Context: an optimization exercise on an open-source flow, tuned for small area. The choices shown serve that exercise and are no tape-out recipe.
At most, simulation tests tie the RTL to the original design; equivalence was not proved.
No functional check of the RTL was part of runs 1, 2 and 6.
Power figures rest on the tool's default switching activity, not on a simulated workload.

--- flow/config.mk ---
export PLATFORM = sky130hd
export DESIGN_NAME = lc4_core
export DESIGN_NICKNAME = lc4_core
export VERILOG_FILES = /design/flow/design.v
export SDC_FILE = /design/flow/constraint.sdc
export NUM_CORES = 4
export LEC_CHECK = 0
export CAP_MARGIN = 20
export CORE_MARGIN = 2
export CORE_UTILIZATION = 40
export SLEW_MARGIN = 20
export SYNTH_HIERARCHICAL = 1
export SYNTH_MINIMUM_KEEP_SIZE = 0
--- flow/constraint.sdc ---
create_clock -name core_clock -period 5.0 [get_ports {gwe}]
set_input_delay 1.0000 -clock core_clock [delete_from_list [all_inputs] [get_ports {gwe}]]
set_output_delay 1.0000 -clock core_clock [all_outputs]
set_load 0.01 [all_outputs]
--- flow/design.v ---
`timescale 1ns/1ps
module lc4_rdbit (
   input  logic [7:0] i_sel,
   input  logic [7:0] i_d,
   output logic       o_y
);
   assign o_y = |(i_sel & i_d);
endmodule
module lc4_pgbit (
   input  logic i_a,
   input  logic i_b,      
   input  logic i_nu,     
   input  logic i_im,     
   input  logic i_inv,    
   output logic o_p,
   output logic o_g
);
   logic opb;
   assign opb = ((i_b & i_nu) | i_im) ^ i_inv;
   assign o_p = i_a ^ opb;
   assign o_g = i_a & opb;
endmodule
module lc4_resbit (
   input  logic i_p,
   input  logic i_g,
   input  logic i_c,
   input  logic i_b,
   input  logic i_rd,
   input  logic i_kp,     
   input  logic i_kc,     
   input  logic i_kg,     
   input  logic i_kld,    
   input  logic i_kst,    
   output logic o_r
);
   assign o_r = ((i_p & i_kp) ^ (i_c & i_kc)) | (i_g & i_kg) | (i_rd & i_kld) | (i_b & i_kst);
endmodule
module lc4_carry (
   input  logic [15:0] i_p,
   input  logic [15:0] i_g,
   input  logic        i_cin,
   output logic [15:0] o_c    
);
   logic [16:0] c;
   assign c[0] = i_cin;
   for (genvar i = 0; i < 16; i++) begin : g_c
      assign c[i+1] = i_g[i] | (i_p[i] & c[i]);
   end
   assign o_c = c[15:0];
endmodule
module lc4_core #(
   parameter logic [15:0] RESET_PC = 16'h8200  
) (
   input  logic        gwe,
   input  logic        i_rst,
   output logic [15:0] o_imem_addr,
   input  logic [15:0] i_imem_insn,
   output logic [15:0] o_dmem_addr,
   input  logic [15:0] i_dmem_rdata,
   output logic        o_dmem_we,
   output logic [15:0] o_dmem_wdata,
   output logic [15:0] o_wb_pc,
   output logic [15:0] o_wb_insn,
   output logic        o_wb_reg_we,
   output logic [2:0]  o_wb_reg_sel,
   output logic [15:0] o_wb_reg_data,
   output logic        o_wb_dmem_we,
   output logic [15:0] o_wb_dmem_addr,
   output logic [15:0] o_wb_dmem_data
);
   logic [15:0] pc;
   logic [15:0] d_insn, x_insn, m_insn, w_insn;
   logic [2:0]  m_rt;                
   logic        w_valid;             
   logic        m_valid;             
   logic [15:0] regs [8];
   logic [15:0] w_addr, w_data;
   always_ff @(posedge gwe) begin
      if (i_rst) pc <= RESET_PC;
      else       pc <= pc + 16'd1;
      d_insn  <= i_imem_insn;
      x_insn  <= d_insn;
      m_insn  <= x_insn;
      w_insn  <= m_insn;
      m_rt    <= (x_insn[15:12] == 4'b0111) ? x_insn[11:9] : x_insn[2:0];
      w_valid <= !i_rst && m_valid;
   end
   assign m_valid = w_valid || (pc[1] && pc[0]);
   assign o_imem_addr = pc;
   logic [3:0] m_op;
   logic       m_arith, m_logic, m_ldr, m_str, m_const, m_we, m_mem;
   assign m_op    = m_insn[15:12];
   assign m_arith = m_op == 4'b0001;
   assign m_logic = m_op == 4'b0101;
   assign m_ldr   = m_op == 4'b0110;
   assign m_str   = m_op == 4'b0111;
   assign m_const = m_op == 4'b1001;
   assign m_mem   = m_valid && !i_rst && (m_ldr || m_str);
   assign m_we    = m_valid && ((m_arith && (m_insn[5] || !m_insn[3])) ||
                                m_logic || m_ldr || m_const);
   logic       use_rs, use_rt, use_imm, inv, kp, kc, kg, kld, kst;
   logic       reg_form;
   assign reg_form = !m_insn[5] && (m_arith || m_logic);
   assign use_rs  = !m_const;
   assign use_rt  = (reg_form && !(m_logic && m_insn[4:3] == 2'b01)) || m_str;  
   assign use_imm = m_insn[5] || m_ldr || m_str || m_const;
   assign inv     = reg_form && (m_arith ? m_insn[4] : (m_insn[4:3] == 2'b01));  
   assign kp      = !i_rst && (m_arith || m_const || (m_logic && !m_insn[5] && m_insn[4:3] != 2'b00));
   assign kc      = !i_rst && m_arith;
   assign kg      = !i_rst && m_logic && (m_insn[5] || m_insn[4:3] == 2'b00 || m_insn[4:3] == 2'b10);
   assign kld     = !i_rst && m_ldr;
   assign kst     = !i_rst && m_str;
   logic [15:0] imm;
   always_comb begin
      if (m_const)            imm = {{7{m_insn[8]}}, m_insn[8:0]};
      else if (m_ldr || m_str) imm = {{10{m_insn[5]}}, m_insn[5:0]};
      else                    imm = {{11{m_insn[4]}}, m_insn[4:0]};
   end
   logic [7:0]  sel_a, sel_b;
   for (genvar j = 0; j < 8; j++) begin : g_dec
      assign sel_a[j] = use_rs && m_insn[8:6] == 3'(j);
      assign sel_b[j] = use_rt && m_rt == 3'(j);
   end
   logic [15:0] a, b, p, g, c, sum, res;
   for (genvar i = 0; i < 16; i++) begin : g_bit
      logic [7:0] col;
      for (genvar j = 0; j < 8; j++) begin : g_col
         assign col[j] = regs[j][i];
      end
      lc4_rdbit u_ra (.i_sel(sel_a), .i_d(col), .o_y(a[i]));
      lc4_rdbit u_rb (.i_sel(sel_b), .i_d(col), .o_y(b[i]));
      lc4_pgbit u_pg (.i_a(a[i]), .i_b(b[i]), .i_nu(!use_imm), .i_im(use_imm && imm[i]),
                      .i_inv(inv), .o_p(p[i]), .o_g(g[i]));
      lc4_resbit u_res (.i_p(p[i]), .i_g(g[i]), .i_c(c[i]), .i_b(b[i]), .i_rd(i_dmem_rdata[i]),
                        .i_kp(kp), .i_kc(kc), .i_kg(kg), .i_kld(kld), .i_kst(kst), .o_r(res[i]));
   end
   lc4_carry u_carry (.i_p(p), .i_g(g), .i_cin(inv), .o_c(c));
   assign sum = p ^ c;
   always_ff @(posedge gwe) begin
      for (int i = 0; i < 8; i++)
         if (i_rst || (m_we && m_insn[11:9] == 3'(i))) regs[i] <= res;
   end
   assign o_dmem_addr  = m_mem ? sum : 16'd0;
   assign o_dmem_we    = m_valid && m_str;
   assign o_dmem_wdata = (m_valid && m_str) ? b : 16'd0;
   always_ff @(posedge gwe) begin
      w_addr <= o_dmem_addr;    
      w_data <= res;
   end
   logic [3:0]  w_op;
   logic [15:0] w_pc;
   assign w_op = w_insn[15:12];
   assign w_pc = pc - 16'd4;
   assign o_wb_pc        = {w_pc[15] & w_valid, w_pc[14:9], w_pc[8:0] & {9{w_valid}}};
   assign o_wb_insn      = w_valid ? w_insn : 16'd0;
   assign o_wb_reg_we    = w_valid && ((w_op == 4'b0001 && (w_insn[5] || !w_insn[3])) ||
                                       w_op == 4'b0101 || w_op == 4'b0110 || w_op == 4'b1001);
   assign o_wb_reg_sel   = w_insn[11:9];
   assign o_wb_reg_data  = w_data;
   assign o_wb_dmem_we   = w_valid && w_op == 4'b0111;
   assign o_wb_dmem_addr = w_addr;
   assign o_wb_dmem_data = (w_valid && (w_op == 4'b0110 || w_op == 4'b0111)) ? w_data : 16'd0;
endmodule
--- flow/run.sh ---
#!/bin/bash
# synth_recipe.tcl (not shown) runs the flow's synth.tcl, then flattens the netlist and writes it again
# the make line also repeats each setting of config.mk as NAME=value (left out here)
make -C /OpenROAD-flow-scripts/flow DESIGN_CONFIG=/design/flow/config.mk WORK_HOME=/design/flow/orfs CLKGATE_MAP_FILE= SYNTH_SCRIPT=/design/flow/synth_recipe.tcl finish
==> results of run 1 <==
## worst min path at each step
stage	from	endpoint	slack, ns	depth (start not counted)
2_1_floorplan	x_insn[5]$_DFF_P_	m_insn[5]$_DFF_P_	0.31	0
3_3_place_gp	d_insn[10]$_DFF_P_	x_insn[10]$_DFF_P_	0.31	0
3_5_place_dp	x_insn[7]$_DFF_P_	m_insn[7]$_DFF_P_	0.31	0
4_1_cts	x_insn[7]$_DFF_P_	m_insn[7]$_DFF_P_	0.33	0
5_1_grt	x_insn[7]$_DFF_P_	m_insn[7]$_DFF_P_	0.33	0
6_report	d_insn[0]$_DFF_P_	x_insn[0]$_DFF_P_	0.33	0
## registers in the layout, indices dropped and copies added, names as in the netlist
register / cells
w_addr: 16
m_insn: 16
w_insn: 16
w_data: 16
m_rt: 3
d_insn: 16
regs: 128
x_insn: 16
pc: 16
w_valid: 1
## stage by stage
stage | util | setup slack (ns)
after floorplan | - | -0.233
after global placement | 0.525 | -0.738
after detailed placement | 0.526 | -0.717
after CTS | 0.569 | -0.730
after global routing | 0.576 | -0.953
final | 0.576 | -0.812
## cell usage after synthesis, drive strengths merged (3+ instances only)
| cell | n | area, sq um |
|---|---|---|
| nor3 | 16 | 80.1 |
| a21boi | 4 | 30.0 |
| dfxtp | 116 | 2320 |
| buf | 8 | 60.1 |
| a222oi | 16 | 160 |
| xor2 | 7 | 61.3 |
| nor4 | 5 | 37.5 |
| a21o | 13 | 100 |
| a31o | 10 | 96.4 |
| nand2 | 62 | 233 |
| xnor2 | 61 | 542 |
| nand4 | 34 | 213 |
| or2 | 3 | 18.8 |
| nor2 | 58 | 218 |
| mux2 | 3 | 33.8 |
| mux2i | 3 | 30.0 |
| nor2b | 13 | 81.3 |
| or4 | 3 | 30.0 |
| a22oi | 128 | 961 |
| and2 | 53 | 332 |
| a21oi | 23 | 175 |
| clkbuf | 15 | 56.3 |
| nand3b | 3 | 22.5 |
| nand2b | 10 | 62.6 |
| ha | 19 | 238 |
| or3 | 4 | 31.3 |
| inv | 9 | 33.8 |
| nand3 | 9 | 45.0 |
| o21ai | 10 | 50.0 |
| edfxtp | 128 | 3840 |
## per-module statistics from Yosys (local to each module, per instance)
module | cell area [sq um] | copies in the design
lc4_carry | 280 | 1
lc4_core | 8000 | 1
lc4_pgbit | 30.0 | 16
lc4_rdbit | 36.3 | 32
lc4_resbit | 30.0 | 16
## area by class of cell
type	instances	area (sq um)
fillers	2149	10900
flip-flops and latches	244	6170
multi-input cells	594	4380
repair buffers	339	2990
clock buffers	31	679
well taps	335	419
clock inverters	15	164
inverters	9	33.8
## power by group through the flow
stage | clock network, mW | registers [mW] | logic (mW)
after floorplan | 0 | 2.31 | 0.298
after global placement | 0 | 2.33 | 0.562
after detailed placement | 0 | 2.33 | 0.565
after CTS | 1.94 | 2.29 | 0.608
after global routing | 2.03 | 2.30 | 0.695
final | 1.91 | 2.29 | 0.643
## cell families (layout without fill, tap and decap cells)
kind of cell / count (synthesis) / count (layout) / synth area share
AOI/OAI and AO/OA: 218 / 218 / 0.162
muxes: 6 / 6 / 0.00613
buffers and inverters: 32 / 394 / 0.0144
and+or+nand+nor: 283 / 283 / 0.144
xor gates and xnor gates: 68 / 68 / 0.0580
DFF: 244 / 244 / 0.593
adders and majority gates: 19 / 19 / 0.0228
## layer usage
layer / vias to the layer above / GRT usage / part of all wire
met5: - / 0 / 0
met4: 0 / 0.0502 / 0.017
met3: 37 / 0.0292 / 0.072
met2: 358 / 0.347 / 0.44
met1: 4017 / 0.331 / 0.47
li1: 4013 / - / -
## what timing repair did
action                     CTS  global route
pin swaps                   28            13
setup buffers               27            12
resized for setup           85            26
setup endpoints to repair   16            17
## cell usage in the layout, fill, tap and decap left out, types with 5 or more instances in the layout
cell	instances
buf_2	14
a31o_2	9
clkdlybuf4s50_1	150
nand2b_1	10
a222oi_1	16
nand3_1	9
nand4_1	34
nor2_1	48
xnor2_2	10
edfxtp_1	128
clkbuf_16	26
xor2_1	7
inv_6	6
a22oi_1	125
and2_1	53
a21o_1	11
a21oi_2	19
buf_6	9
inv_1	10
ha_1	18
dfxtp_1	113
nor2_2	7
xnor2_1	51
buf_12	5
nor2b_1	13
nor3_1	9
buf_4	158
o21ai_0	6
nand2_1	61
==> impl_results.md, run 1 <==
* Crit. End Element: primary output
* Finished Layout Cells at 1567
* CP required at roughly 4.0 ns
* Setup-failing EPs final at 15
* Layout Nets at about 1300
* Cts-stage hold buffer count at 0
* Final ANT Viol Nets at 0
* Leak at 5.81 nW
* CTS Sinks at roughly 240
* Post-synthesis sequential area ratio at 0.593
* Status: finished with violations
* Tot Pwr at approximately 4.8 mW
* Worst-path clk slew at approximately 0.06 ns
* Clk latency of the worst-skew pair at 0.54 ns
* Worst Path Arrival at between 4 and 5 ns
* Synth Flop Type: edfxtp_1
* Design Area, Final at 14800 sq um
* ANT cells at 0
* Crit path buf inv count at 22
* Post-synth EDFFs at ~130
* Reg2Reg Setup Slack at approximately 0.15 ns
* Slew HR at 0.362
* Setup TNS at -5.96 ns
* Die area at 27300 sq um
* Crit path launch: m_insn[15]$_DFF_P_
* First-pass GRT wire length at approximately 47 mm
* CP peak stage delay at roughly 0.37 ns
* Layout cells sized above 1 at 0.257
* Clock Skew at 0.0210 ns
* Crit path max-delay family: buffers and inverters
* Slew @ Worst Pin at about 0.95 ns
* Placed Area at between 10000 and 15000 sq um
* Max IR drop VDD at 197 uV
* RSZ-0062 raised after global routing: yes
* Vias per cell at 5.38
* Wire per inst at just under 20 um
* Clock Path Buffers at 3
* Min Clock Period, post-route at roughly 5.8 ns
* Max Freq at around 0.17 GHz
* Clock buffer count from CTS at 25
* Reg power frac at 0.473
* NetSw at between 1 and 1.5 mW
* Fin. Hold Viols at 0
* Switching part of the total at 0.248
* CP Launch Type: register
* Combinational share of power at 0.133
* R2R depth at 29
* Gr usage total at 0.223
* Critical path depth at 29
* Post-Synthesis Cells at 870
* Clock share of power at 0.394
* PwrDens at 326 nW/um^2
* Synth Area per Inst at about 12 sq um
* Vias in the first global route at between 8000 and 9000
* Detailed router's first-iteration violation count at around 900
* Cell Area, Synth at about 10000 sq um
* Number of max-cap violations at 0
* DP HPWL at roughly 23 mm
* Hold Worst Slack at ~0.33 ns
* Antenna violations before repair at 0
* Core area at 25800 sq um
* Worst hold path class: register to register
* Clock root cell: clkbuf_16
* CP dominant cell by count: buf_4
* Die height at 165 um
* Buffers on Ports at about 170
* Internal power at around 3.6 mW
* #FFs+latches synth at approximately 240
* Final wirelength at 30.4 mm
* Placer Congestion at between 0.8 and 0.9
* Ports at between 150 and 200
* H-tree lvl count at 1
* Post-synth ARST share at 0
* Final setup margin at -0.812 ns
* Synth Warn # at 8
* Reg-to-reg endpoint: regs[7][0]$_DFFE_PP_
* Max Transition Viols Final at 0
* Worst Path Max Fanout at 7
* Tcrit/Tclk final at 1.16
* Setup CP Type: register to primary output
* Placed insts at roughly 1500
* Via count of the routed design at approximately 8400
* DR pass1 iterations at 7
* SO Viols: negative setup slack
* Die width at 165 um
* Slowest-stage cell, CP: dfxtp_4
* Drt drc at 0
* Grt total ovfl at 0
* Worst r2r src: m_insn[15]$_DFF_P_
* Syn-to-layout area delta at 42.6%
* Core Rows at between 50 and 60
* Pin count of the biggest net entering global routing at 31
* Setup crit end: o_dmem_wdata[0]
* Initial Util at 0.404
* Unique cell type count in the Yosys netlist at 58
* TritonCTS clock tree: built
==> run 2, diff against run 1 <==
--- a/flow/design.v
+++ b/flow/design.v
@@ -49,2 +49,50 @@
    assign o_c = c[15:0];
+endmodule
+module lc4_agu_carry (
+   input  logic [5:0] i_p,
+   input  logic [5:0] i_g,
+   output logic [6:1] o_c
+);
+   always_comb begin
+      for (int k = 1; k <= 6; k++) begin
+         logic t, all_p;
+         t = 1'b0;
+         for (int j = 0; j < k; j++) begin
+            all_p = 1'b1;
+            for (int m = j + 1; m < k; m++) all_p = all_p & i_p[m];
+            t = t | (i_g[j] & all_p);
+         end
+         o_c[k] = t;
+      end
+   end
+endmodule
+module lc4_agu (
+   input  logic [15:0] i_a,
+   input  logic [5:0]  i_off,
+   output logic [15:0] o_addr
+);
+   logic [5:0] p, g;
+   logic [6:0] c;
+   logic [9:0] ones, zeros;  
+   logic       inc, dec;
+   assign p = i_a[5:0] ^ i_off;
+   assign g = i_a[5:0] & i_off;
+   assign c[0] = 1'b0;
+   lc4_agu_carry u_c (.i_p(p), .i_g(g), .o_c(c[6:1]));
+   assign o_addr[5:0] = p ^ c[5:0];
+   assign inc = c[6] & !i_off[5];
+   assign dec = !c[6] & i_off[5];
+   always_comb begin
+      for (int i = 0; i < 10; i++) begin
+         ones[i]  = 1'b1;
+         zeros[i] = 1'b1;
+         for (int j = 0; j < i; j++) begin
+            ones[i]  = ones[i] & i_a[j+6];
+            zeros[i] = zeros[i] & !i_a[j+6];
+         end
+      end
+   end
+   for (genvar i = 0; i < 10; i++) begin : g_hi
+      assign o_addr[i+6] = i_a[i+6] ^ ((inc & ones[i]) | (dec & zeros[i]));
+   end
 endmodule
@@ -73,2 +121,3 @@
    logic [2:0]  m_rt;                
+   logic        m_use_rs;            
    logic        w_valid;             
@@ -85,2 +134,3 @@
       m_rt    <= (x_insn[15:12] == 4'b0111) ? x_insn[11:9] : x_insn[2:0];
+      m_use_rs <= x_insn[15:12] != 4'b1001;
       w_valid <= !i_rst && m_valid;
@@ -100,8 +150,7 @@
                                 m_logic || m_ldr || m_const);
-   logic       use_rs, use_rt, use_imm, inv, kp, kc, kg, kld, kst;
+   logic       use_b, use_imm, inv, kp, kc, kg, kld, kst;
    logic       reg_form;
    assign reg_form = !m_insn[5] && (m_arith || m_logic);
-   assign use_rs  = !m_const;
-   assign use_rt  = (reg_form && !(m_logic && m_insn[4:3] == 2'b01)) || m_str;  
    assign use_imm = m_insn[5] || m_ldr || m_str || m_const;
+   assign use_b   = !use_imm && !(m_logic && m_insn[4:3] == 2'b01);  
    assign inv     = reg_form && (m_arith ? m_insn[4] : (m_insn[4:3] == 2'b01));  
@@ -120,6 +169,6 @@
    for (genvar j = 0; j < 8; j++) begin : g_dec
-      assign sel_a[j] = use_rs && m_insn[8:6] == 3'(j);
-      assign sel_b[j] = use_rt && m_rt == 3'(j);
-   end
-   logic [15:0] a, b, p, g, c, sum, res;
+      assign sel_a[j] = m_use_rs && m_insn[8:6] == 3'(j);
+      assign sel_b[j] = m_rt == 3'(j);
+   end
+   logic [15:0] a, b, p, g, c, addr, res;
    for (genvar i = 0; i < 16; i++) begin : g_bit
@@ -131,3 +180,3 @@
       lc4_rdbit u_rb (.i_sel(sel_b), .i_d(col), .o_y(b[i]));
-      lc4_pgbit u_pg (.i_a(a[i]), .i_b(b[i]), .i_nu(!use_imm), .i_im(use_imm && imm[i]),
+      lc4_pgbit u_pg (.i_a(a[i]), .i_b(b[i]), .i_nu(use_b), .i_im(use_imm && imm[i]),
                       .i_inv(inv), .o_p(p[i]), .o_g(g[i]));
@@ -137,3 +186,3 @@
    lc4_carry u_carry (.i_p(p), .i_g(g), .i_cin(inv), .o_c(c));
-   assign sum = p ^ c;
+   lc4_agu u_agu (.i_a(a), .i_off(m_insn[5:0]), .o_addr(addr));
    always_ff @(posedge gwe) begin
@@ -142,3 +191,3 @@
    end
-   assign o_dmem_addr  = m_mem ? sum : 16'd0;
+   assign o_dmem_addr  = m_mem ? addr : 16'd0;
    assign o_dmem_we    = m_valid && m_str;
==> run 2 against run 1 <==
Effect of this change:
- still fails the layout checks on negative setup slack
- fmax up 15%
- cell count shrank 0.77%
- first-iteration DRC count grew 1.3%
- critical endpoint is now o_dmem_addr[13]
==> impl_results.md, run 2 <==
* RSZ-0062 raised after global routing: yes
* Die height at 169 um (+2.0%)
* Worst r2r src: m_insn[8]$_DFF_P_
* Post-synth top area share at 0.355 (-0.0145)
* Util after Layout at 0.554 (-0.0216)
* Clock Path Buffers at 3 (unchanged)
* Min Clock Period, post-route at 5.07 ns (-0.746 ns)
* Worst Path Max Fanout at 6 (-1)
* Area leader, netlist: edfxtp_1
* Worst-path clk slew at 0.06 ns (about the same)
* Combinational share of power at 0.149 (+0.016)
* Final ANT Viol Nets at 0 (unchanged)
* #FFs+latches synth at 245 (+0.41%)
* Reg-to-reg endpoint: regs[7][15]$_DFFE_PP_
* Reg2Reg Setup Slack at 0.03 ns (-0.12 ns)
* Vias per cell at 5.64 (+4.8%)
* First-pass GRT wire length at 48.6 mm (+3.9%)
* Post-synth ARST share at 0 (unchanged)
* PwrDens at 343 nW/um^2 (+5.2%)
* Clock root cell: clkbuf_16
* Antenna violations before repair at 1 (+1)
* Die width at 169 um (+2.0%)
* Core area at 26800 sq um (+4.0%)
* NetSw at 1.29 mW (+7.1%)
* Max Transition Viols Final at 0 (unchanged)
* R2R depth at 27 (-6.9%)
* Drt drc at 0 (unchanged)
* Clock buffer count from CTS at 25 (unchanged)
* Synth area leaders: edfxtp_1, dfxtp_1, a22oi_1
* Ports at 168 (unchanged)
* Reg power frac at 0.455 (-0.018)
* Vias in the first global route at 8368 (+3.8%)
* Status: finished with violations
* Max IR drop VDD at 241 uV (+22%)
* Layout Nets at 1256 (-0.79%)
* Final wirelength at 32.8 mm (+7.9%)
* Most frequent cells in the layout: clkdlybuf4s50_1, edfxtp_1, a22oi_1
* Post-Synthesis Cells at 917 (+5.4%)
* Largest reg by FF count: regs
* Placed insts at 1446 (-2.5%)
* DR pass1 iterations at 5 (-2)
* Most common cell after layout, fill and taps aside: clkdlybuf4s50_1
* Wire per inst at 21.1 um (+8.7%)
* Max Freq at 0.197 GHz (+15%)
* Number of max-cap violations at 0 (unchanged)
* SO Viols: negative setup slack
* Internal power at 3.81 mW (+4.7%)
* Crit path launch: m_insn[8]$_DFF_P_
* TritonCTS clock tree: built
* Unique cell type count in the Yosys netlist at 65 (+12%)
* Crit. End Element: primary output
* Syn-to-layout area delta at 37.2%
* Slew @ Worst Pin at 1.06 ns (+0.109 ns)
* Setup TNS at -0.146 ns (+5.81 ns)
* Clk latency of the worst-skew pair at 0.53 ns (about the same)
* ANT cells at 0 (unchanged)
* CP Launch Type: register
* Post-synth EDFFs at 128 (unchanged)
* Clock share of power at 0.396 (+0.002)
* Max reg flops at 128 (unchanged)
* Slew HR at 0.294 (-0.0681)
* Buffers on Ports at 167 (unchanged)
* Hold Worst Slack at 0.325 ns (-0.000715 ns)
* Detailed router's first-iteration violation count at 908 (+1.3%)
* Layout cells sized above 1 at 0.198 (-0.0596)
* CP required at 4.00 ns (about the same)
* Setup crit end: o_dmem_addr[13]
* Most frequent cell after synthesis: a22oi_1
* H-tree lvl count at 1 (unchanged)
* Finished Layout Cells at 1555 (-0.77%)
* Initial Util at 0.404 (about the same)
* CTS Sinks at 245 (+0.41%)
* Post-synthesis sequential area ratio at 0.571 (-0.0214)
* Setup-failing EPs final at 3 (-12)
* Fin. Hold Viols at 0 (unchanged)
* Synth Warn # at 10 (+2)
* Setup CP Type: register to primary output
* Gr usage total at 0.221 (-0.00155)
* Die area at 28400 sq um (+4.0%)
* Clock Skew at 0.0204 ns (-0.000539 ns)
* Final setup margin at -0.0666 ns (+0.746 ns)
* Via count of the routed design at 8763 (+4.0%)
* Synth Area per Inst at 11.8 sq um (-1.3%)
* Core Rows at 60 (+1.7%)
* Grt total ovfl at 0 (unchanged)
* Tcrit/Tclk final at 1.01 (-0.149)
* Synth Flop Type: edfxtp_1
* Fillcell total at 2253 (+4.8%)
* Worst Path Arrival at 4.07 ns (-0.74 ns)
* Pin count of the biggest net entering global routing at 29 (-6.5%)
* Most instantiated cells after synthesis: a22oi_1, edfxtp_1, dfxtp_1
* Switching part of the total at 0.252 (+0.00427)
* DP HPWL at 22.9 mm (+1.7%)
* Placer Congestion at 0.907 (+0.81%)
* Worst hold path class: register to register
* Cell Area, Synth at 10800 sq um (+4.1%)
* Leak at 5.68 nW (-2.3%)
==> run 2: cell types whose count changed after synthesis, moves of 7 or more <==
cell | previous run | this run
a31o_1 | 0 | 7
nand2_1 | 62 | 71
ha_1 | 19 | 27
xor2_1 | 7 | 16
nor2_1 | 58 | 43
and2_1 | 53 | 74
==> run 2: cells by family (layout without fill, tap and decap cells) <==
group / Yosys count / count (layout) / synth area share
DFF: 245 / 245 / 0.571
AOI/OAI and AO/OA: 227 / 227 / 0.163
adders and majority gates: 27 / 27 / 0.0312
muxes: 5 / 5 / 0.00497
and+or+nand+nor: 304 / 306 / 0.156
xor gates and xnor gates: 70 / 70 / 0.0566
buffers and inverters: 39 / 334 / 0.0171
==> run 2: power by group through the flow <==
stage / logic, mW / clock network [mW] / registers, mW
after floorplan: 0.388 / 0 / 2.34
after global placement: 0.629 / 0 / 2.36
after detailed placement: 0.632 / 0 / 2.36
after CTS: 0.713 / 2.05 / 2.32
after global routing: 0.813 / 2.13 / 2.33
final: 0.759 / 2.02 / 2.32
==> run 2: worst min-delay path by stage <==
stage,startpoint,to,slack [ns],cells past startpoint
2_1_floorplan,x_insn[3]$_DFF_P_,m_insn[3]$_DFF_P_,0.31,0
3_3_place_gp,d_insn[7]$_DFF_P_,x_insn[7]$_DFF_P_,0.31,0
3_5_place_dp,d_insn[14]$_DFF_P_,x_insn[14]$_DFF_P_,0.31,0
4_1_cts,d_insn[14]$_DFF_P_,x_insn[14]$_DFF_P_,0.33,0
5_1_grt,d_insn[14]$_DFF_P_,x_insn[14]$_DFF_P_,0.33,0
6_report,d_insn[14]$_DFF_P_,x_insn[14]$_DFF_P_,0.33,0
==> run 2: repair_timing <==
item                       CTS  global route
resized for setup           66            34
pin swaps                   28            32
cloned                       1             1
setup endpoints to repair   10            24
buffers inserted            44            20
hold buffers                 0             0
==> run 2: layout make-up <==
class	count	area, sq um	share of cell area
clock buffers	30	706	0.0475
inverters	13	48.8	0.00329
flip-flops and latches	245	6200	0.417
clock inverters	16	210	0.0142
multi-input cells	635	4740	0.319
repair buffers	275	2530	0.170
well taps	341	427	0.0287
==> run 2: modules after synthesis (local to each module, per instance) <==
module / cells / times used / cell area (sq um) / flops+latches
lc4_carry: 40 / 1 / 280 / 0
lc4_rdbit: 5 / 32 / 36.3 / 0
lc4_agu_carry: 15 / 1 / 85.1 / 0
lc4_resbit: 5 / 16 / 30.0 / 0
lc4_core: 525 / 1 / 7930 / 245
lc4_agu: 49 / 1 / 415 / 0
lc4_pgbit: 3 / 16 / 30.0 / 0
==> run 2: metrics by stage <==
stage	power (mW)	setup WS [ns]	area, sq um
after floorplan	2.72	0.172	10800
after global placement	2.99	-0.265	13100
after detailed placement	2.99	-0.297	13100
after CTS	5.08	-0.114	14600
after global routing	5.28	-0.252	14900
final	5.10	-0.0666	14900
==> run 2: per-layer routing <==
metal / part of all wire / global-route usage / up-vias
met5: 0 / 0 / -
met4: 0.020 / 0.0592 / 0
met3: 0.080 / 0.0397 / 46
met2: 0.45 / 0.351 / 402
met1: 0.45 / 0.314 / 4255
li1: - / - / 4060
==> run 2: worst max-delay path, cell delays in order (launching register included) <==
cell     delay [ns]
dfxtp_2        0.32
buf_6          0.12
nand2_8        0.09
nor3_4         0.04
buf_6          0.13
a22oi_1        0.19
nand4_1        0.21
ha_1           0.34
and4_1         0.22
a21oi_2        0.15
o21ai_2        0.08
inv_1          0.06
ha_2           0.17
or4b_4         0.50
nor4_4         0.18
buf_4          0.17
buf_4          0.09
mux2i_1        0.07
xnor2_1        0.14
and2_1         0.15
buf_2          0.13
==> run 3, diff against run 2 <==
--- a/flow/design.v
+++ b/flow/design.v
@@ -67,2 +67,12 @@
    end
+endmodule
+module lc4_agu_hibit (
+   input  logic i_a,
+   input  logic i_ones,
+   input  logic i_zeros,
+   input  logic i_inc,
+   input  logic i_dec,
+   output logic o_y
+);
+   assign o_y = i_a ^ ((i_inc & i_ones) | (i_dec & i_zeros));
 endmodule
@@ -95,3 +105,4 @@
    for (genvar i = 0; i < 10; i++) begin : g_hi
-      assign o_addr[i+6] = i_a[i+6] ^ ((inc & ones[i]) | (dec & zeros[i]));
+      lc4_agu_hibit u_hi (.i_a(i_a[i+6]), .i_ones(ones[i]), .i_zeros(zeros[i]),
+                          .i_inc(inc), .i_dec(dec), .o_y(o_addr[i+6]));
    end
==> flow/flow/run.sh (new file) <==
#!/bin/bash
set -euo pipefail
export BUFFER_PORTS_ARGS="-buffer_cell sky130_fd_sc_hd__buf_1"
bash standard.sh > flow_make.log 2>&1
==> flow/standard.sh (new file) <==
#!/bin/bash
# synth_recipe.tcl (not shown) runs the flow's synth.tcl, then flattens the netlist and writes it again
# the make line also repeats each setting of config.mk as NAME=value (left out here)
make -C /OpenROAD-flow-scripts/flow DESIGN_CONFIG=/design/flow/config.mk WORK_HOME=/design/flow/orfs CLKGATE_MAP_FILE= SYNTH_SCRIPT=/design/flow/synth_recipe.tcl "${@:-finish}"
--- a/flow/config.mk
+++ b/flow/config.mk
@@ -10,2 +10,3 @@
 export CORE_UTILIZATION = 40
+export CTS_BUF_LIST = sky130_fd_sc_hd__clkbuf_8
 export SLEW_MARGIN = 20
removed: flow/run.sh
==> run 3 against run 2 <==
Effect of this change:
- the run now finishes clean
- sequential power about the same
- critical path type unchanged
- sequential cell count unchanged
- power decreased by 6.6%
==> impl_results.md, run 3 <==
* Drt drc at 0 (unchanged)
* Reg2Reg Setup Slack at 0.39 ns (+0.36 ns)
* Setup-failing EPs final at 0 (-3)
* WHS Endpoint: x_insn[2]$_DFF_P_
* Post-synth EDFFs at 128 (unchanged)
* Post-synth top area share at 0.352 (-0.00297)
* Die area at 28600 sq um (+0.82%)
* Die width at 169 um (+0.41%)
* Max Freq at 0.211 GHz (+6.9%)
* Worst Path Max Fanout at 10 (+4)
* Number of max-cap violations at 0 (unchanged)
* Final ANT Viol Nets at 0 (unchanged)
* First-pass GRT wire length at 48.9 mm (+0.51%)
* Vias per cell at 5.72 (+1.4%)
* Placed Area at 12100 sq um (-7.8%)
* H-tree lvl count at 2 (+1)
* Via count of the routed design at 8677 (-0.98%)
* Final wirelength at 32.5 mm (-0.73%)
* Worst hold path class: register to register
* Layout cells sized above 1 at 0.127 (-0.0703)
* CP required at 4.00 ns (about the same)
* Synth Area per Inst at 11.8 sq um (-0.24%)
* Worst r2r src: m_insn[15]$_DFF_P_
* Min Clock Period, post-route at 4.74 ns (-0.329 ns)
* R2R depth at 16 (-41%)
* Setup CP Type: register to primary output
* Gr usage total at 0.223 (+0.00134)
* Most instantiated cells after synthesis: a22oi_1, edfxtp_1, dfxtp_1
* Cts-stage hold buffer count at 0 (unchanged)
* Buffers on Ports at 167 (unchanged)
* CTS Sinks at 245 (unchanged)
* Slew @ Worst Pin at 1.12 ns (+0.0582 ns)
* Max IR drop VDD at 257 uV (+6.8%)
* Worst Path Arrival at 3.74 ns (-0.33 ns)
* Core area at 26900 sq um (+0.28%)
* Worst-path clk slew at 0.06 ns (about the same)
* Antenna violations before repair at 0 (-1)
* Most frequent cells in the layout: buf_1, a22oi_1, edfxtp_1
* Most common cell after layout, fill and taps aside: buf_1
* Hold Startpoint: d_insn[2]$_DFF_P_
* TritonCTS clock tree: built
* Post-synthesis sequential area ratio at 0.566 (-0.00478)
* Cell Area, Synth at 10900 sq um (+0.84%)
* Largest reg by FF count: regs
* DR pass1 iterations at 8 (+3)
* Ports at 168 (unchanged)
* Post-synth ARST share at 0 (unchanged)
* PwrDens at 366 nW/um^2 (+6.6%)
* Clock Path Buffers at 3 (unchanged)
* Area leader, netlist: edfxtp_1
* Initial Util at 0.406 (+0.00227)
* Reg-to-reg endpoint: regs[4][15]$_DFFE_PP_
* Clk latency of the worst-skew pair at 0.54 ns (about the same)
* Status: no timing/DRC/antenna violations
* Die height at 169 um (+0.41%)
* Detailed router's first-iteration violation count at 1004 (+11%)
* Leak at 4.87 nW (-14%)
* Clock Skew at 0.0192 ns (-0.00126 ns)
* ANT cells at 0 (unchanged)
* Setup TNS at 0 ns (+0.146 ns)
* Core Rows at 60 (unchanged)
* Grt total ovfl at 0 (unchanged)
* Hold Path Depth at 0 (unchanged)
* Post-Synthesis Cells at 927 (+1.1%)
* Design Area, Final at 13000 sq um (-12%)
* Crit. End Element: primary output
* Syn-to-layout area delta at 19.1%
* Synth Flop Type: edfxtp_1
* CP Launch Type: register
* Synth Warn # at 10 (unchanged)
* Layout Nets at 1203 (-4.2%)
* Placer Congestion at 0.863 (-4.8%)
* Tcrit/Tclk final at 0.947 (-0.0658)
* Max reg flops at 128 (unchanged)
* DP HPWL at 22.0 mm (-4.0%)
* Pin count of the biggest net entering global routing at 29 (unchanged)
* Max Transition Viols Final at 0 (unchanged)
* Unique cell type count in the Yosys netlist at 63 (-3.1%)
* Vias in the first global route at 8420 (+0.62%)
* #FFs+latches synth at 245 (unchanged)
* RSZ-0062 raised after global routing: no
* Fin. Hold Viols at 0 (unchanged)
* Wire per inst at 21.4 um (+1.7%)
* Synth area leaders: edfxtp_1, dfxtp_1, a22oi_1
* Clock buffer count from CTS at 41 (+64%)
* Clock root cell: clkbuf_8
* Slew HR at 0.255 (-0.0388)
[run 3: cell types whose count changed after synthesis, moves of 2 or more]
cell,before,now
ha_1,27,25
a31oi_1,2,0
mux2i_1,2,0
nor3_1,17,19
xnor2_1,54,56
a22oi_2,0,10
nor2b_1,8,10
xor2_1,16,14
[run 3: worst max-delay path by stage]
stage                             from  cells after the start               endpoint  slack (ns)
global placement     m_insn[8]$_DFF_P_                     13        o_dmem_addr[10]        0.46
detailed placement   m_insn[7]$_DFF_P_                     13        o_dmem_addr[15]        0.31
CTS                  m_insn[7]$_DFF_P_                     13        o_dmem_addr[15]        0.07
finish               m_insn[8]$_DFF_P_                     14        o_dmem_addr[15]        0.26
floorplan           m_insn[12]$_DFF_P_                     13  regs[0][15]$_DFFE_PP_        0.17
global route         m_insn[6]$_DFF_P_                     14        o_dmem_addr[15]       0.002
[run 3: critical path, cell delays in order, from the launching register on]
cell	delay, ns
dfxtp_1	0.33
nand2b_1	0.20
nor2_1	0.59
a22oi_1	0.22
nand4_1	0.17
ha_1	0.31
a21o_1	0.22
a21oi_2	0.14
o21ai_1	0.09
nor2b_1	0.14
buf_4	0.23
a22oi_2	0.08
xnor2_1	0.14
and2_1	0.16
buf_1	0.16
[run 3: power by group]
part | internal (mW) | leakage [nW] | total [mW] | switching [mW]
clock network | 1.04 | 0.502 | 1.83 | 0.796
registers | 2.25 | 2.29 | 2.32 | 0.0778
logic | 0.219 | 2.08 | 0.606 | 0.387
[run 3: modules after synthesis, one instance, submodules excluded]
module	copies in the design	cell area (sq um)	cells	flops+latches
lc4_agu_hibit	10	21.3	2	0
lc4_agu	1	294	39	0
lc4_resbit	16	30.0	5	0
lc4_pgbit	16	30.0	3	0
lc4_agu_carry	1	85.1	15	0
lc4_carry	1	280	40	0
lc4_rdbit	32	36.3	5	0
lc4_core	1	7930	525	245
[run 3: per-stage QoR]
step / hold WS (ns) / setup WS, ns / power [mW] / std cells / util
after floorplan: 0.310 / 0.172 / 2.74 / 928 / -
after global placement: 0.314 / 0.462 / 2.96 / 1442 / 0.451
after detailed placement: 0.314 / 0.305 / 2.96 / 1442 / 0.451
after CTS: 0.322 / 0.0677 / 4.79 / 1518 / 0.483
after global routing: 0.324 / 0.00177 / 4.96 / 1518 / 0.484
final: 0.321 / 0.263 / 4.76 / 1518 / 0.484
[run 3: logic make-up (layout without fill, tap and decap cells)]
family	count (synthesis)	in the layout	share of synthesized area
flip-flops	245	245	0.566
AO/OA/AOI/OAI	232	232	0.170
other	1	2	0.000343
multiplexers	3	3	0.00309
AND/OR/NAND/NOR	311	311	0.158
XOR/XNOR	70	70	0.0561
buffers and inverters	40	289	0.0172
adder cells (fa/ha/maj)	25	25	0.0286
[run 3: cell type report]
type | instances | area, sq um
clock buffer | 48 | 661
timing repair buffer | 198 | 885
clock inverter | 28 | 201
fill | 2503 | 13900
tap | 341 | 427
inverter | 15 | 56.3
sequential | 245 | 6190
multi-input combinational | 643 | 4590
[run 3: layer usage]
layer	GRT usage	wire (um)	part of all wire	vias up
li1	-	-	-	3978
met1	0.298	13600	0.42	4184
met2	0.361	15100	0.47	445
met3	0.0429	2890	0.089	70
met4	0.0806	894	0.027	0
met5	0	0	0	-
[run 3: what timing repair did]
item | 4_1_cts | 5_1_grt
hold endpoints to repair | 0 | 0
gates resized for setup | 1 | 3
setup buffers | 0 | 0
endpoints found under the setup margin | 10 | 10
==> run 4, diff against run 3 <==
==> flow/flow/run.sh (replaced) <==
#!/bin/bash
set -euo pipefail
export BUFFER_PORTS_ARGS="-buffer_cell sky130_fd_sc_hd__buf_1"
export RECOVER_POWER=100
bash standard.sh > flow_make.log 2>&1
==> run 4 against run 3 <==
Effect of this change:
- synthesized cell count unchanged
- die area unchanged
- critical path type unchanged
- still clean on timing, DRC and antenna
- power shrank 0.16%
- first-iteration DRC count rose by 3.8%
- via count increased by 0.16%
- cell count stayed put
- sequential cell count is the same
- setup slack worse by 0.064 ns
- clock power about the same
==> impl_results.md, run 4 <==
* Via count of the routed design at 8691 (+0.16%)
* Fin. Hold Viols at 0 (unchanged)
* Max reg flops at 128 (unchanged)
* Cell Area, Synth at 10900 sq um (unchanged)
* Tcrit/Tclk final at 0.960 (+0.0129)
* NetSw at 1.26 mW (-0.25%)
* Antenna violations before repair at 0 (unchanged)
* Post-synth EDFFs at 128 (unchanged)
* Most common cell after layout, fill and taps aside: buf_1
* Layout cells sized above 1 at 0.116 (-0.0110)
* Die height at 169 um (unchanged)
* Hold Startpoint: x_insn[3]$_DFF_P_
* Worst r2r src: m_insn[14]$_DFF_P_
* DR pass1 iterations at 9 (+1)
* Internal power at 3.50 mW (-0.13%)
* Worst Path Max Fanout at 10 (unchanged)
* Detailed router's first-iteration violation count at 1042 (+3.8%)
* Ports at 168 (unchanged)
* Vias per cell at 5.73 (+0.16%)
* Clock share of power at 0.385 (about the same)
* Synth area leaders: edfxtp_1, dfxtp_1, a22oi_1
* CTS Sinks at 245 (unchanged)
* Worst Path Arrival at 3.80 ns (+0.06 ns)
* Synth Area per Inst at 11.8 sq um (unchanged)
* Max IR drop VDD at 258 uV (+0.14%)
* Cts-stage hold buffer count at 0 (unchanged)
* Clock Skew at 0.0192 ns (+0.0000857 ns)
* Reg-to-reg endpoint: regs[0][15]$_DFFE_PP_
* Tot Pwr at 4.75 mW (-0.16%)
* Core area at 26900 sq um (unchanged)
* Max Transition Viols Final at 0 (unchanged)
* Number of max-cap violations at 0 (unchanged)
* Syn-to-layout area delta at 18.7%
* Post-Synthesis Cells at 927 (unchanged)
* Min Clock Period, post-route at 4.80 ns (+0.0643 ns)
* Vias in the first global route at 8420 (unchanged)
* Final setup margin at 0.198 ns (-0.0643 ns)
* Grt total ovfl at 0 (unchanged)
* Leak at 4.81 nW (-1.3%)
* Synth Warn # at 10 (unchanged)
* Reg power frac at 0.489 (about the same)
* Post-synth top area share at 0.352 (unchanged)
* Die area at 28600 sq um (unchanged)
* Layout Nets at 1203 (unchanged)
* Clk latency of the worst-skew pair at 0.54 ns (about the same)
* Placer Congestion at 0.863 (unchanged)
* Die width at 169 um (unchanged)
* ANT cells at 0 (unchanged)
* Worst-path clk slew at 0.06 ns (about the same)
* Fillcell total at 2510 (+0.28%)
* PwrDens at 367 nW/um^2 (+0.20%)
* Slew @ Worst Pin at 1.24 ns (+0.126 ns)
* Unique cell type count in the Yosys netlist at 63 (unchanged)
* Core Rows at 60 (unchanged)
* Post-CTS sizing at 1 (unchanged)
* Post-synthesis sequential area ratio at 0.566 (unchanged)
* Mux share of post-synthesis cell area at 0.00309 (unchanged)
* Most instantiated cells after synthesis: a22oi_1, edfxtp_1, dfxtp_1
* Slew HR at 0.171 (-0.0841)
* Wire per inst at 21.4 um (-0.14%)
* Crit. End Element: primary output
* Gr usage total at 0.223 (unchanged)
* Buffers on Ports at 167 (unchanged)
* R2R depth at 16 (unchanged)
* Pin count of the biggest net entering global routing at 29 (unchanged)
* Post-synthesis compound-gate area fraction at 0.170 (unchanged)
* Initial Util at 0.406 (unchanged)
* Area leader, netlist: edfxtp_1
* TritonCTS clock tree: built
* CP required at 4.00 ns (about the same)
* DP Worst Slack at 0.305 ns (unchanged)
* Simple-Gate Fraction of Synth Area at 0.158 (unchanged)
* Drt drc at 0 (unchanged)
* Final ANT Viol Nets at 0 (unchanged)
* Switching part of the total at 0.265 (about the same)
* Clock Path Buffers at 3 (unchanged)
* Reg2Reg Setup Slack at 0.29 ns (-0.10 ns)
* First-pass GRT wire length at 48.9 mm (unchanged)
* Main combinational cell family by area after synthesis: compound AO/OA/AOI/OAI gates
* Setup-failing EPs final at 0 (unchanged)
* Setup crit end: o_dmem_addr[11]
* Most frequent cells in the layout: buf_1, a22oi_1, edfxtp_1
* Status: no timing/DRC/antenna violations
* #FFs+latches synth at 245 (unchanged)
* Xor/xnor share of the synthesized area at 0.0561 (unchanged)
* Post-synth ARST share at 0 (unchanged)
* Largest reg by FF count: regs
* Final wirelength at 32.5 mm (-0.14%)
* Setup CP Type: register to primary output
* H-tree lvl count at 2 (unchanged)
* CP Launch Type: register
* DP HPWL at 22.0 mm (unchanged)
* Combinational share of power at 0.126 (about the same)
* Synth Flop Type: edfxtp_1
* Clock root cell: clkbuf_8
* Worst hold path class: register to register
* Area share of fa/ha/maj cells after synthesis at 0.0286 (unchanged)
* Clock buffer count from CTS at 41 (unchanged)
* Max Freq at 0.208 GHz (-1.3%)
* Setup Buffers After CTS at 0 (unchanged)
* Crit path launch: m_insn[6]$_DFF_P_
-- run 4: worst min-delay path by stage --
stage,end,slack [ns],depth (start not counted)
5_1_grt,x_insn[2]$_DFF_P_,0.32,0
6_report,m_insn[3]$_DFF_P_,0.32,0
2_1_floorplan,m_insn[3]$_DFF_P_,0.31,0
4_1_cts,x_insn[2]$_DFF_P_,0.32,0
3_3_place_gp,m_insn[4]$_DFF_P_,0.31,0
3_5_place_dp,x_insn[2]$_DFF_P_,0.31,0
-- run 4: metrics by stage --
step	setup TNS, ns	hold WS (ns)	utilization	cell area [sq um]	instances
finish	0	0.321	0.482	13000	1518
global route	-0.00522	0.324	0.482	13000	1518
CTS	0	0.322	0.483	13000	1518
detailed placement	0	0.314	0.451	12100	1442
global placement	0	0.314	0.451	12100	1442
floorplan	0	0.310	-	10900	928
-- run 4: layout make-up --
| cell class | instances | area (sq um) | area share |
|---|---|---|---|
| clock buffers | 48 | 661 | 0.0510 |
| flip-flops and latches | 245 | 6190 | 0.477 |
| clock inverters | 28 | 201 | 0.0155 |
| inverters | 15 | 56.3 | 0.00434 |
| repair buffers | 198 | 881 | 0.0679 |
| well taps | 341 | 427 | 0.0329 |
| multi-input cells | 643 | 4550 | 0.351 |
-- run 4: power groups by stage --
| stage | logic, mW | registers, mW | clock network [mW] |
|---|---|---|---|
| after floorplan | 0.405 | 2.34 | 0 |
| after global placement | 0.592 | 2.36 | 0 |
| after detailed placement | 0.595 | 2.36 | 0 |
| after CTS | 0.599 | 2.32 | 1.87 |
| after global routing | 0.650 | 2.34 | 1.97 |
| final | 0.600 | 2.32 | 1.83 |
-- run 4: per-layer routing --
metal	part of all wire	global-route usage	up-vias
li1	-	-	3973
met1	0.41	0.298	4169
met2	0.47	0.361	483
met3	0.098	0.0429	66
met4	0.027	0.0806	0
met5	0	0	-
-- run 4: cells by family after synthesis --
family / Yosys count
simple gates: 311
buf+inv: 40
xor+xnor: 70
mux: 3
other cells: 1
fa+ha+maj: 25
flops: 245
compound gates: 232
-- run 4: worst max-delay path, cell delays in order, from the launching register on --
cell and delay, ns:
dfxtp_1 0.37, nand2b_1 0.19, nor2_1 0.61, a22oi_1 0.22
nand4_1 0.18, ha_1 0.32, a21o_1 0.22, a21oi_2 0.14
o21ai_1 0.09, nor2b_1 0.14, buf_4 0.23, a22oi_1 0.11
xnor2_1 0.14, and2_0 0.16, buf_1 0.16
-- run 4: Yosys stat by module (local to each module, per instance) --
module / cells inside / copies in the design
lc4_agu: 39 / 1
lc4_agu_carry: 15 / 1
lc4_core: 525 / 1
lc4_agu_hibit: 2 / 10
lc4_resbit: 5 / 16
lc4_carry: 40 / 1
lc4_rdbit: 5 / 32
lc4_pgbit: 3 / 16
==> run 5, diff against run 4 <==
==> flow/flow/run.sh (replaced) <==
#!/bin/bash
set -euo pipefail
export BUFFER_PORTS_ARGS="-buffer_cell sky130_fd_sc_hd__buf_1"
bash standard.sh > flow_make.log 2>&1
--- a/flow/config.mk
+++ b/flow/config.mk
@@ -10,3 +10,2 @@
 export CORE_UTILIZATION = 40
-export CTS_BUF_LIST = sky130_fd_sc_hd__clkbuf_8
 export SLEW_MARGIN = 20
==> run 5 against run 4 <==
Effect of this change:
- still clean
- clock power fell by 7%
- fmax rose by 0.84%
- synthesized area did not move
- clock skew fell by 0.0039 ns
- synthesized cell count did not move
- non-clock buffer count did not move
- sequential share of layout area rose by 0.22 points
- combinational power rose by 1%
- clock-buffer cell count fell by 17
- largest cell class unchanged
- highest routed layer unchanged
==> impl_results.md, run 5 <==
* Worst Path Max Fanout at 10 (unchanged)
* Slew @ Worst Pin at 1.10 ns (-0.146 ns)
* Tcrit/Tclk final at 0.952 (-0.00801)
* Wire per inst at 21.6 um (+0.92%)
* Post-synth EDFFs at 128 (unchanged)
* Simple-Gate Fraction of Synth Area at 0.158 (unchanged)
* Post-synth ARST share at 0 (unchanged)
* DR pass1 iterations at 6 (-3)
* PwrDens at 360 nW/um^2 (-1.9%)
* Clock Path Buffers at 3 (unchanged)
* Worst-path cell chain: nand2b_1, nor2_1, a22oi_1, nand4_1, ha_1, and4_1, a21oi_1, o21ai_1, nor2b_1, buf_4, a22oi_2, xnor2_1, and2_1, buf_1
* Max Freq at 0.210 GHz (+0.84%)
* Grt total ovfl at 0 (unchanged)
* TritonCTS clock tree: built
* Placer Congestion at 0.863 (unchanged)
* Crit path max-delay family: simple AND/OR/NAND/NOR gates
* Crit path buf inv count at 2 (unchanged)
* Slew HR at 0.268 (+0.0971)
* H-tree lvl count at 1 (-1)
* Synth Warn # at 10 (unchanged)
* Vias in the first global route at 8233 (-2.2%)
* Post-synthesis sequential area ratio at 0.566 (unchanged)
* Most common cell after layout, fill and taps aside: buf_1
* Vias per cell at 5.77 (+0.85%)
* Worst Path Arrival at 3.76 ns (-0.04 ns)
* #FFs+latches synth at 245 (unchanged)
* Synth Area per Inst at 11.8 sq um (unchanged)
* Hold Worst Slack at 0.324 ns (+0.00273 ns)
* Placed Area at 12100 sq um (unchanged)
* Syn-to-layout area delta at 18.2%
* Worst hold path class: register to register
* Die width at 169 um (unchanged)
* Core Rows at 60 (unchanged)
* Mux share of post-synthesis cell area at 0.00309 (unchanged)
* Setup TNS at 0 ns (unchanged)
* Max IR drop VDD at 249 uV (-3.4%)
* Number of max-cap violations at 0 (unchanged)
* Core area at 26900 sq um (unchanged)
* Clock Skew at 0.0154 ns (-0.00387 ns)
* Largest reg by FF count: regs
* Die area at 28600 sq um (unchanged)
* Gr usage total at 0.219 (-0.00394)
* CP required at 4.00 ns (about the same)
* ANT cells at 0 (unchanged)
* Tot Pwr at 4.64 mW (-2.4%)
* Area share of fa/ha/maj cells after synthesis at 0.0286 (unchanged)
* Max reg flops at 128 (unchanged)
* Fin. Hold Viols at 0 (unchanged)
* Post-Synthesis Cells at 927 (unchanged)
* Post-synth top area share at 0.352 (unchanged)
* Synth area leaders: edfxtp_1, dfxtp_1, a22oi_1
* Slowest-stage cell, CP: nor2_1
* Layout Nets at 1187 (-1.3%)
* RSZ-0062 raised after global routing: no
* Ports at 168 (unchanged)
* DP Worst Slack at 0.305 ns (unchanged)
* Cell Area, Synth at 10900 sq um (unchanged)
* Unique cell type count in the Yosys netlist at 63 (unchanged)
* Die height at 169 um (unchanged)
* Buffers on Ports at 167 (unchanged)
* Status: no timing/DRC/antenna violations
* Synth Flop Type: edfxtp_1
* Min Clock Period, post-route at 4.76 ns (-0.0400 ns)
* Area leader, netlist: edfxtp_1
* Worst-path clk slew at 0.06 ns (about the same)
* Drt drc at 0 (unchanged)
* Final wirelength at 32.1 mm (-1.1%)
* Final ANT Viol Nets at 0 (unchanged)
* CP peak stage delay at 0.61 ns (about the same)
* Clock buffer count from CTS at 25 (-39%)
* Post-synthesis compound-gate area fraction at 0.170 (unchanged)
* Placed insts at 1442 (unchanged)
* Pin count of the biggest net entering global routing at 29 (unchanged)
* Finished Layout Cells at 1487 (-2.0%)
* Crit. End Element: primary output
* Reg2Reg Setup Slack at 0.42 ns (+0.13 ns)
* Final setup margin at 0.238 ns (+0.0400 ns)
* Leak at 4.75 nW (-1.2%)
* Design Area, Final at 12900 sq um (-0.46%)
* Via count of the routed design at 8586 (-1.2%)
* First-pass GRT wire length at 48.2 mm (-1.4%)
* Clock root cell: clkbuf_16
* Setup-failing EPs final at 0 (unchanged)
* Clk latency of the worst-skew pair at 0.53 ns (about the same)
* Xor/xnor share of the synthesized area at 0.0561 (unchanged)
* DP HPWL at 22.0 mm (unchanged)
* Util after Layout at 0.480 (-0.00223)
* Initial Util at 0.406 (unchanged)
* Layout cells sized above 1 at 0.113 (-0.00296)
* Most frequent cells in the layout: buf_1, a22oi_1, edfxtp_1
* CTS Sinks at 245 (unchanged)
* Max Transition Viols Final at 0 (unchanged)
* Antenna violations before repair at 0 (unchanged)
* Main combinational cell family by area after synthesis: compound AO/OA/AOI/OAI gates
* CP Launch Type: register
* Detailed router's first-iteration violation count at 1025 (-1.6%)
* Setup CP Type: register to primary output
* Most instantiated cells after synthesis: a22oi_1, edfxtp_1, dfxtp_1
[run 5: cell counts after synthesis]
No cell type changed its count.
[run 5: layout make-up]
class / instances / area (sq um)
Clock buffer: 31 / 679
Clock inverter: 14 / 77.6
Fill cell: 2500 / 14000
Inverter: 15 / 56.3
Multi-Input combinational cell: 643 / 4590
Sequential cell: 245 / 6190
Tap cell: 341 / 427
Timing Repair Buffer: 198 / 885
[run 5: path summary, 6_finish.rpt]
| check | startpoint | to | cells after the start |
|---|---|---|---|
| max | m_insn[6]$_DFF_P_ | o_dmem_addr[15] | 14 |
| min | x_insn[3]$_DFF_P_ | m_insn[3]$_DFF_P_ | 0 |
| max reg2reg | m_insn[15]$_DFF_P_ | regs[2][15]$_DFFE_PP_ | 16 |
| min reg2reg | x_insn[3]$_DFF_P_ | m_insn[3]$_DFF_P_ | 0 |
[run 5: repair_timing]
| item | CTS | global route |
|---|---|---|
| setup endpoints to repair | 10 | 10 |
| buffers inserted | 0 | 0 |
| hold buffers | 0 | 0 |
| resized for setup | 1 | 3 |
[run 5: worst reg2reg max path, cell delays in order (launching register included)]
cell and delay (ns):
dfxtp_1 0.54, nand3b_1 0.25, nand2_1 0.12, nor2_1 0.34, o31a_1 0.20, buf_4 0.29, a21oi_2 0.10, xnor2_1 0.13
ha_1 0.33, a211oi_2 0.28, o21ai_1 0.17, a31o_4 0.29, or4b_4 0.49, a221o_1 0.32, nand2_1 0.09, xnor2_1 0.11
nand2_1 0.21
[run 5: Yosys stat by module (local to each module, per instance)]
module         cells  times used
lc4_agu           39           1
lc4_agu_carry     15           1
lc4_agu_hibit      2          10
lc4_carry         40           1
lc4_core         525           1
lc4_pgbit          3          16
lc4_rdbit          5          32
lc4_resbit         5          16
[run 5: cell families (layout without fill, tap and decap cells)]
logic type,Yosys count,count (layout)
buffers and inverters,40,258
other,1,2
and+or+nand+nor,311,311
adders and majority gates,25,25
DFF,245,245
xor gates and xnor gates,70,70
AOI/OAI and AO/OA,232,232
muxes,3,3
[run 5: layer usage]
layer / global-route usage / vias to the layer above / wire length, um
met3: 0.0410 / 79 / 2710
met4: 0.0665 / 0 / 958
met2: 0.359 / 462 / 15000
li1: - / 3941 / -
met1: 0.295 / 4104 / 13500
met5: 0 / - / 0
[run 5: where the power goes]
part,internal [mW],switching (mW)
Combinational,0.219,0.387
Clock,0.964,0.749
Sequential,2.25,0.0776
==> run 6, diff against run 5 <==
--- a/flow/design.v
+++ b/flow/design.v
@@ -1,2 +1,9 @@
 `timescale 1ns/1ps
+module lc4_rd3n (
+   input  logic [2:0] i_sel,
+   input  logic [2:0] i_d,
+   output logic       o_yn
+);
+   assign o_yn = !(|(i_sel & i_d));
+endmodule
 module lc4_rdbit (
@@ -6,3 +13,6 @@
 );
-   assign o_y = |(i_sel & i_d);
+   logic [1:0] yn;
+   lc4_rd3n u_0 (.i_sel(i_sel[2:0]), .i_d(i_d[2:0]), .o_yn(yn[0]));
+   lc4_rd3n u_1 (.i_sel(i_sel[5:3]), .i_d(i_d[5:3]), .o_yn(yn[1]));
+   assign o_y = !(yn[0] & yn[1]) | (i_sel[6] & i_d[6]) | (i_sel[7] & i_d[7]);
 endmodule
@@ -129,3 +139,5 @@
 );
-   logic [15:0] pc;
+   logic [15:0] pc;                  
+   logic [15:2] pc4;                 
+   logic [15:2] pre;                 
    logic [15:0] d_insn, x_insn, m_insn, w_insn;
@@ -138,4 +150,7 @@
    always_ff @(posedge gwe) begin
-      if (i_rst) pc <= RESET_PC;
-      else       pc <= pc + 16'd1;
+      if (i_rst) pc <= RESET_PC - 16'd4;
+      else begin
+         pc[1:0] <= pc[1:0] + 2'd1;
+         if (pc[1] && pc[0]) pc[15:2] <= pc4;
+      end
       d_insn  <= i_imem_insn;
@@ -148,4 +163,9 @@
    end
+   always_comb begin
+      pre[2] = 1'b1;
+      for (int i = 3; i < 16; i++) pre[i] = pre[i-1] & pc[i-1];
+   end
+   assign pc4 = pc[15:2] ^ pre;
    assign m_valid = w_valid || (pc[1] && pc[0]);
-   assign o_imem_addr = pc;
+   assign o_imem_addr = {pc4, pc[1:0]};
    logic [3:0] m_op;
@@ -210,6 +230,4 @@
    logic [3:0]  w_op;
-   logic [15:0] w_pc;
-   assign w_op = w_insn[15:12];
-   assign w_pc = pc - 16'd4;
-   assign o_wb_pc        = {w_pc[15] & w_valid, w_pc[14:9], w_pc[8:0] & {9{w_valid}}};
+    assign w_op = w_insn[15:12];
+   assign o_wb_pc        = {pc[15] & w_valid, pc[14:9], pc[8:0] & {9{w_valid}}};
    assign o_wb_insn      = w_valid ? w_insn : 16'd0;
==> run 6 against run 5 <==
Effect of this change:
- synthesized area shrank 2.2%
- global-route usage decreased by 1.3 points
- via count is 5.9% lower
- synthesized cell count fell by 8.5%
- clock power rose by 16%
- still clean on timing, DRC and antenna
==> impl_results.md, run 6 <==
* Worst Path Max Fanout at 16 (+6)
* Layout cells sized above 1 at 0.135 (+0.0220)
* Max Freq at 0.210 GHz (about the same)
* Buffers on Ports at 167 (unchanged)
* Setup-failing EPs final at 0 (unchanged)
* Synth Warn # at 10 (unchanged)
* Switching part of the total at 0.258 (-0.00378)
* Wire per inst at 21.1 um (-2.5%)
* PwrDens at 386 nW/um^2 (+7.4%)
* Vias per cell at 5.72 (-1.0%)
* Core area at 26100 sq um (-2.8%)
* H-tree lvl count at 1 (unchanged)
* Hold Path Depth at 0 (unchanged)
* Core Rows at 59 (-1.7%)
* NetSw at 1.28 mW (+5.3%)
* First-pass GRT wire length at 44.8 mm (-7.0%)
* Unique cell type count in the Yosys netlist at 68 (+7.9%)
* Number of max-cap violations at 0 (unchanged)
* DP HPWL at 20.5 mm (-6.9%)
* Clock Skew at 0.0296 ns (+0.0142 ns)
* Worst hold path class: register to register
* Most frequent cells in the layout: buf_1, edfxtp_1, dfxtp_1
* Placed Area at 11900 sq um (-2.0%)
* Clock share of power at 0.399 (+0.030)
* Clock buffer count from CTS at 26 (+4.0%)
* Largest reg by FF count: regs
* Drt drc at 0 (unchanged)
* Status: no timing/DRC/antenna violations
* Gr usage total at 0.206 (-0.0126)
* Setup TNS at 0 ns (unchanged)
* Synth Area per Inst at 12.6 sq um (+6.9%)
* Max reg flops at 128 (unchanged)
* Clock root cell: clkbuf_16
* DR pass1 iterations at 21 (+15)
* Post-synth top area share at 0.360 (+0.00809)
* Design Area, Final at 12800 sq um (-0.48%)
* Worst-path cell chain: nand2b_1, nor3_1, buf_4, a222oi_1, nand3_2, ha_1, and4_1, a21oi_1, o21ai_1, nor2b_4, buf_12, a22oi_2, xnor2_1, and2_1, buf_1
* Ports at 168 (unchanged)
* Synth Flop Type: edfxtp_1
* Setup CP Type: register to primary output
* Layout Nets at 1128 (-5.0%)
* TritonCTS clock tree: built
* Final wirelength at 29.8 mm (-7.3%)
* Placer Congestion at 0.876 (+1.5%)
* Multi-input logic area at 4320 sq um (-5.9%)
* Slew @ Worst Pin at 1.10 ns (+0.000244 ns)
* Fillcell total at 2368 (-5.3%)
* Fin. Hold Viols at 0 (unchanged)
* ANT cells at 0 (unchanged)
* Most frequent cell after synthesis: edfxtp_1
* Leak at 4.88 nW (+2.7%)
* Via count of the routed design at 8076 (-5.9%)
* Internal power at 3.68 mW (+7.4%)
* Die width at 167 um (-1.1%)
* Seq. cell area at 6190 sq um (unchanged)
* CP peak stage delay at 0.44 ns (-0.17 ns)
* Slowest-stage cell, CP: a222oi_1
* Clk latency of the worst-skew pair at 0.55 ns (+0.02 ns)
* Slew HR at 0.268 (about the same)
* Grt total ovfl at 0 (unchanged)
* Vias in the first global route at 7611 (-7.6%)
* Max IR drop VDD at 237 uV (-4.6%)
* Antenna violations before repair at 0 (unchanged)
* Max Transition Viols Final at 0 (unchanged)
* Worst-path clk slew at 0.06 ns (about the same)
* Post-synth EDFFs at 128 (unchanged)
* Syn-to-layout area delta at 20.3%
* Worst Path Arrival at 3.77 ns (about the same)
* Cell Area, Synth at 10700 sq um (-2.2%)
* Combinational share of power at 0.133 (+0.002)
* Post-Synthesis Cells at 848 (-8.5%)
* Die area at 28000 sq um (-2.2%)
* Synth area leaders: edfxtp_1, dfxtp_1, a222oi_1
* Area leader, netlist: edfxtp_1
* Initial Util at 0.409 (+0.00217)
* CP required at 4.00 ns (about the same)
* Min Clock Period, post-route at 4.77 ns (+0.00412 ns)
* Cts-stage hold buffer count at 0 (unchanged)
* Post-synth ARST share at 0 (unchanged)
* Die height at 167 um (-1.1%)
* #FFs+latches synth at 245 (unchanged)
* Crit. End Element: primary output
* Reg power frac at 0.468 (-0.032)
* Tcrit/Tclk final at 0.953 (about the same)
* Most instantiated cells after synthesis: edfxtp_1, dfxtp_1, a222oi_1
* Most common cell after layout, fill and taps aside: buf_1
* Clock Path Buffers at 3 (unchanged)
* CTS Sinks at 245 (unchanged)
* Pin count of the biggest net entering global routing at 32 (+10%)
* R2R depth at 14 (-2)
* Post-synthesis sequential area ratio at 0.579 (+0.0130)
* Final ANT Viol Nets at 0 (unchanged)
* CP Launch Type: register
* Detailed router's first-iteration violation count at 1112 (+8.5%)
-- run 6: cell count changes in the layout (fill, tap and decap cells not counted), moves of 6 or more --
| cell | previous run | this run |
|---|---|---|
| nor3_1 | 19 | 12 |
| nand3_1 | 7 | 32 |
| nand2_1 | 70 | 56 |
| buf_4 | 29 | 42 |
| xnor2_1 | 56 | 43 |
| a222oi_1 | 16 | 80 |
| mux2i_1 | 0 | 6 |
| nand4_1 | 38 | 1 |
| a22oi_1 | 128 | 32 |
| nor2_1 | 40 | 29 |
| clkinvlp_4 | 0 | 7 |
| xor2_1 | 14 | 6 |
| a211o_1 | 0 | 6 |
| ha_1 | 25 | 35 |
-- run 6: final timing paths --
| kind | to | slack (ns) | startpoint |
|---|---|---|---|
| max | o_dmem_addr[11] | 0.23 | m_insn[8]$_DFF_P_ |
| min | x_insn[6]$_DFF_P_ | 0.33 | d_insn[6]$_DFF_P_ |
| max reg2reg | regs[5][15]$_DFFE_PP_ | 0.40 | m_rt[2]$_DFF_P_ |
| min reg2reg | x_insn[6]$_DFF_P_ | 0.33 | d_insn[6]$_DFF_P_ |
-- run 6: final cells by class --
| class | instances | area share |
|---|---|---|
| Sequential cell | 245 | 0.482 |
| Multi-Input combinational cell | 564 | 0.337 |
| Timing Repair Buffer | 210 | 0.0749 |
| Clock buffer | 33 | 0.0592 |
| Tap cell | 335 | 0.0326 |
| Clock inverter | 14 | 0.0113 |
| Inverter | 12 | 0.00351 |
-- run 6: what timing repair did --
action                                  in CTS  in global routing
gates resized for setup                      2                  1
cloned                                       0                  0
buffers inserted                             0                  3
endpoints found under the setup margin      10                 10
pin swaps                                    0                  5
-- run 6: power groups by stage --
| stage | registers (mW) | logic (mW) | clock network, mW |
|---|---|---|---|
| 2_1_floorplan | 2.34 | 0.439 | 0 |
| 3_3_place_gp | 2.36 | 0.644 | 0 |
| 3_5_place_dp | 2.36 | 0.645 | 0 |
| 4_1_cts | 2.32 | 0.651 | 2.02 |
| 6_report | 2.32 | 0.661 | 1.98 |
| 5_1_grt | 2.33 | 0.722 | 2.10 |
-- run 6: modules after synthesis, one instance, submodules excluded, a selection --
module / flops+latches / area (sq um)
lc4_pgbit: 0 / 30.0
lc4_agu_hibit: 0 / 21.3
lc4_agu_carry: 0 / 85.1
lc4_carry: 0 / 280
lc4_resbit: 0 / 30.0
lc4_agu: 0 / 294
lc4_rdbit: 0 / 12.5
lc4_rd3n: 0 / 10.0
-- run 6: worst max-delay path: cells and delay by family, from the launching register on --
kind                       cells  cell delay, ns
and+or+nand+nor                6            0.96
AOI/OAI and AO/OA              4            0.87
buffers and inverters          3            0.52
adders and majority gates      1            0.38
DFF                            1            0.37
xor gates and xnor gates       1            0.12
-- run 6: layer usage --
metal	wire length (um)	vias to the layer above	track usage
met5	0	-	0
met4	759	0	0.0628
met3	2760	65	0.0381
met2	13800	400	0.338
met1	12500	3853	0.279
li1	-	3758	-
-- run 6: cells by family (layout without fill, tap and decap cells) --
| logic type | count (synthesis) | count (layout) | synth area share |
|---|---|---|---|
| AOI/OAI and AO/OA | 203 | 203 | 0.169 |
| xor gates and xnor gates | 49 | 49 | 0.0402 |
| adders and majority gates | 35 | 35 | 0.0410 |
| buffers and inverters | 40 | 269 | 0.0214 |
| DFF | 245 | 245 | 0.579 |
| muxes | 9 | 9 | 0.00879 |
| other | 1 | 2 | 0.000351 |
| and+or+nand+nor | 266 | 266 | 0.140 |
-- run 6: stage by stage --
stage	hold slack (ns)	util	power (mW)	cells	worst slack, ns
2_1_floorplan	0.310	-	2.78	849	0.138
3_3_place_gp	0.310	0.454	3.00	1362	0.292
3_5_place_dp	0.312	0.455	3.01	1363	0.187
4_1_cts	0.327	0.490	4.99	1410	0.184
5_1_grt	0.330	0.491	5.16	1413	-0.0175
6_report	0.327	0.491	4.96	1413	0.234

-- afterwards: timing with drivers on the ports --
Ports are ideal in the flow. The routed layouts listed here were re-timed in OpenROAD. Step 1 assumes that a clkbuf_16 drives the clock port and a buf_2 every other input. Step 2 moves the port delays by t, midway between the first and last clock arrival at a register: inputs arrive t later, outputs are due t later. That takes back most of the time a late clock gives input paths. Slacks: no drivers / after step 1 / after step 2; pairs: no drivers / after step 1.
| run | t (ns) | setup slack, ns | hold slack, ns |
|---|---|---|---|
| run 1 | 0.573 | -0.812 / -0.859 / -0.286 | 0.326 / 0.326 / 0.326 |
| run 2 | 0.573 | -0.067 / -0.119 / 0.029 | 0.325 / 0.325 / 0.325 |
| run 3 | 0.573 | 0.263 / 0.220 / 0.390 | 0.321 / 0.321 / 0.321 |
| run 4 | 0.573 | 0.198 / 0.156 / 0.292 | 0.321 / 0.321 / 0.321 |
| run 5 | 0.564 | 0.238 / 0.192 / 0.422 | 0.324 / 0.324 / 0.324 |
| run 6 | 0.579 | 0.234 / 0.187 / 0.398 | 0.327 / 0.327 / 0.327 |
